This design comes from an exercise in tuning for small area, a short achievable clock period and few clock cycles per item on the open sky130 flow, not from production work. Where RTL was checked, it was by simulation tests only, not by an equivalence proof against the original. No activity file was given, so power comes from the tool's default toggle rates.

job 2870:
// irrigation_pump_controller
module irrigation_pump_controller (
  input  logic                           clk,
  input  logic                           rst,
  input  logic                           s_axis_tvalid,
  output logic                           s_axis_tready,
  input  logic [ipc_pkg::IN_DATA_W-1:0]  s_axis_tdata,
  input  logic                           s_axis_tuser,
  output logic                           m_axis_tvalid,
  input  logic                           m_axis_tready,
  output logic [ipc_pkg::OUT_DATA_W-1:0] m_axis_tdata,
  input  logic                           cfg_valid,
  output logic                           cfg_ready,
  input  logic [ipc_pkg::CFG_IDX_W-1:0]  cfg_index,
  input  logic [ipc_pkg::CFG_DATA_W-1:0] cfg_data
);
Size in the first run: about 1,200 cells after synthesis, ~92 I/O pins, about 12,000 sq um of cells after synthesis.
Settings: LEC_CHECK=0, CAP_MARGIN=20, CORE_MARGIN=2, CORE_UTILIZATION=40, SETUP_SLACK_MARGIN=3.8, SLEW_MARGIN=20; clock period 7.5 ns.
standard.sh (not shown) runs the stock make flow with config.mk's settings and CLKGATE_MAP_FILE= SYNTH_SCRIPT=/design/flow/synth_recipe.tcl, a recipe that flattens the netlist after the stock synthesis.
==> flow/flow/run.sh <==
#!/bin/bash
# Own layout flow: the standard synthesis and layout, with two layout choices changed:
# the port buffers are the smallest buffer (every port still gets one), and clock tree
# synthesis inserts no dummy loads. Each tool's output goes to a log of its own.
set -euo pipefail
bash standard.sh synth > synth.log 2>&1
export BUFFER_PORTS_ARGS="-buffer_cell sky130_fd_sc_hd__buf_1"
export CTS_ARGS="-sink_clustering_enable -repair_clock_nets -dont_use_dummy_load"
bash standard.sh > layout.log 2>&1
Testbench counts of job 2870, summed over its fixed seeds: cycles 20,316, items 20,000.
[inputs] job 108 vs job 2870
- swapping 3.8 for 4.0 in SETUP_SLACK_MARGIN
diff --git a/flow/flow/run.sh b/flow/flow/run.sh
--- a/flow/flow/run.sh
+++ b/flow/flow/run.sh
@@ -7,3 +7,3 @@
 export BUFFER_PORTS_ARGS="-buffer_cell sky130_fd_sc_hd__buf_1"
-export CTS_ARGS="-sink_clustering_enable -repair_clock_nets -dont_use_dummy_load"
+export CTS_ARGS="-sink_clustering_enable -repair_clock_nets -dont_use_dummy_load -buf_list sky130_fd_sc_hd__clkbuf_8"
 bash standard.sh > layout.log 2>&1
Findings:
Job 108 completed end to end with timing, DRC and antenna clean. On job 108: final critical delay including setup and external delays is 73 ps lower than what job 2870 gave. Clock skew: job 108 > job 2870. Biggest fanout along the worst timing path is higher on job 2870. Diff job 108..job 2870 | count of cells along the worst hold path | unchanged. Delta (job 108 minus job 2870): wire length climbed 3.8%, buffering overhead climbed 0.33 points, number of multi-input logic gates barely changed. When job 108 is measured against job 2870, its non-clock buffer count turns out 4 higher. Final non-filler cell area went up slightly going from job 2870 to job 108. Of job 108 and job 2870, the lower wire length of the first global-routing pass belongs to job 2870. Looking at job 108 and job 2870, the cell count is a wash.
The following lists how job 3410 was set up differently from job 108:
diff --git a/flow/flow/run.sh b/flow/flow/run.sh
--- a/flow/flow/run.sh
+++ b/flow/flow/run.sh
@@ -7,3 +7,3 @@
 export BUFFER_PORTS_ARGS="-buffer_cell sky130_fd_sc_hd__buf_1"
-export CTS_ARGS="-sink_clustering_enable -repair_clock_nets -dont_use_dummy_load -buf_list sky130_fd_sc_hd__clkbuf_8"
+export CTS_ARGS="-sink_clustering_enable -repair_clock_nets -dont_use_dummy_load"
 bash standard.sh > layout.log 2>&1
==> comparison <==
- Detailed-route wire length per cell delta for job 3410 relative to job 108: about 1% higher
- Layout overhead on the synthesized area ended up 2.6 points higher on job 3410 than on job 108.
- Relative to job 108, the total power after layout measured on job 3410 has increased by more than 10%.
- In the flow results for job 3410 and job 108, the combinational share of power is smaller on job 3410.
Relative to job 3410, the following input files were edited for job 7792:
diff --git a/flow/flow/run.sh b/flow/flow/run.sh
--- a/flow/flow/run.sh
+++ b/flow/flow/run.sh
@@ -7,3 +7,3 @@
 export BUFFER_PORTS_ARGS="-buffer_cell sky130_fd_sc_hd__buf_1"
-export CTS_ARGS="-sink_clustering_enable -repair_clock_nets -dont_use_dummy_load"
+export CTS_ARGS="-sink_clustering_enable -repair_clock_nets -dont_use_dummy_load -sink_clustering_size 40 -sink_clustering_max_diameter 150"
 bash standard.sh > layout.log 2>&1
Status: delay of the slowest cell on the worst path parity (job 7792, job 3410)
Re die footprint: no difference whatsoever between job 3410 and job 7792.
met3 capacity usage during global routing of job 7792 is on par with job 3410.

irrigation_pump_controller, a different RTL version from the one above (not shown whole).
For scale: roughly 1,100 cells after synthesis, roughly 180 flip-flops, about 92 I/O pins, ~11,000 sq um of cells after synthesis.
Design irrigation_pump_controller, start of the top module:
module irrigation_pump_controller (
  input  logic                           clk,
  input  logic                           rst,
  input  logic                           s_axis_tvalid,
  output logic                           s_axis_tready,
  input  logic [ipc_pkg::IN_DATA_W-1:0]  s_axis_tdata,
  input  logic                           s_axis_tuser,
  output logic                           m_axis_tvalid,
  input  logic                           m_axis_tready,
  output logic [ipc_pkg::OUT_DATA_W-1:0] m_axis_tdata,
  input  logic                           cfg_valid,
  output logic                           cfg_ready,
  input  logic [ipc_pkg::CFG_IDX_W-1:0]  cfg_index,
  input  logic [ipc_pkg::CFG_DATA_W-1:0] cfg_data
);
  ipc_pkg::ipc_cfg_t cfg;
  assign cfg_ready = 1'b1;
  ipc_regs u_regs (
    .clk      (clk),
    .rst      (rst),
    .wr_en    (cfg_valid),
    .wr_index (cfg_index),
    .wr_data  (cfg_data),
    .cfg      (cfg)
  );
  logic        timer_active;
  logic [15:0] elapsed;
  logic        e_sat;       
  logic        motor;
  logic        resting;
  logic        pending;
  logic        limit;
  logic [31:0] secs;        
  logic        secs_ovf;    
  logic [31:0] water;       
  logic        water_ovf;   
  logic        out_valid;
  logic        busy;        
  logic        clr;         
  logic [2:0]  bit_i;       
  logic        f_bit;       
  logic        held;        
  logic accept;
  assign s_axis_tready = !busy && (!out_valid || m_axis_tready);
  assign accept        = s_axis_tvalid && s_axis_tready;
  logic is_tick, is_manual, is_auto, need;
  assign is_tick   = !s_axis_tuser;
  assign is_manual = s_axis_tuser && s_axis_tdata[23];
  assign is_auto   = s_axis_tuser && !s_axis_tdata[23];
  assign need = (s_axis_tdata[7:0] > cfg.temp_threshold) ||
                (s_axis_tdata[15:8] < cfg.humidity_threshold) ||
                (s_axis_tdata[22:16] < cfg.moisture_threshold);
  logic [15:0] e_inc;
  logic        gt_min, gt_max, ge_rest;
  assign e_inc   = e_sat ? elapsed : elapsed + 16'd1;
  logic [15:0] lim_a;
  logic        cmp_a;
  ...
export LEC_CHECK = 0
export CAP_MARGIN = 20
export CORE_MARGIN = 2
export CORE_UTILIZATION = 40
export CTS_CLUSTER_DIAMETER = 200
export CTS_CLUSTER_SIZE = 40
export SETUP_SLACK_MARGIN = 4.0
export SLEW_MARGIN = 20
create_clock -name core_clock -period 7.5 [get_ports {clk}]
==> flow/flow/run.sh <==
#!/bin/bash
# Own layout flow: the standard synthesis and layout, with two layout choices changed:
# the port buffers are the smallest buffer (every port still gets one), and clock tree
# synthesis inserts no dummy loads. Each tool's output goes to a log of its own.
set -euo pipefail
bash standard.sh synth > synth.log 2>&1
export BUFFER_PORTS_ARGS="-buffer_cell sky130_fd_sc_hd__buf_1"
export CTS_ARGS="-sink_clustering_enable -repair_clock_nets -dont_use_dummy_load"
bash standard.sh > layout.log 2>&1
Change:
CTS_CLUSTER_DIAMETER = not set   (was 200)
CTS_CLUSTER_SIZE = not set   (was 40)
SETUP_SLACK_MARGIN = 4.4   (was 4.0)
After rerunning: The changed run finished with timing, DRC and antenna clean; die area is unchanged; first-iteration DRC count came out lower by 14%; sequential share of layout area came out lower by 0.56 points; synthesized cell count is unchanged; total power is about the same; sequential power barely changes.
Change:
CORE_UTILIZATION = 60   (was 40)
SETUP_SLACK_MARGIN = 4.0   (was 4.4)
=> The changed run finished clean. Power decreases by about 1.3%. Sequential share of layout area grows by 0.99 points. Combinational power shrinks by about 5%. Via count grows by 1.4%.
Change:
CORE_UTILIZATION = 40   (was 60)
=> The changed run ran to the end with no violations; power rose by 1.4%; count of clock-buffer cells in the layout stays the same; fmax stays flat; die area climbs by 48%; synthesized area stays the same; sequential power barely changes; worst hold slack barely changes; global-route usage went down by 7.8 points; setup slack is worse by 0.0094 ns; cell area rises by 1.2%.
Function was not checked in any run of this note: the RTL went through the layout flow alone.

## what the ideal ports hide
The results above use ideal ports. As a check the final layouts listed here were re-extracted and re-timed, cells and wires unchanged.
Step 1 sets driving cells, clkbuf_16 on the clock port and buf_2 on the other inputs (assumed; they add their load-dependent delay and slew).
Step 2, shift: input delay + t, output delay - t, t = (earliest + latest rising clock arrival at the registers) / 2. This alone moves slack from input paths to output paths.
Three values: ideal ports, drivers, drivers and shift; two values: the first two.
run	t (ns)	setup WS [ns]	worst setup path after step 2	worst register clock-pin slew, ns	worst slew at a driven data input, ns
job 2870	0.470	3.920 / 3.920 / 3.601	input to register	0.09 / 0.09	0.04
job 108	0.503	3.994 / 3.994 / 3.679	input to register	0.12 / 0.12	0.04
job 3410	0.467	4.040 / 4.035 / 3.684	input to register	0.08 / 0.08	0.04
job 7792	0.467	4.040 / 4.035 / 3.684	input to register	0.08 / 0.08	0.04
the first run of note 2	0.480	3.877 / 3.877 / 3.670	input to register	0.09 / 0.09	0.05
the second run of note 2	0.472	3.902 / 3.902 / 3.902	register to register	0.09 / 0.09	0.05
the third run of note 2	0.468	3.886 / 3.886 / 3.702	input to register	0.07 / 0.07	0.05
the fourth run of note 2	0.480	3.877 / 3.877 / 3.670	input to register	0.09 / 0.09	0.05
After both steps every run listed still meets setup and hold.
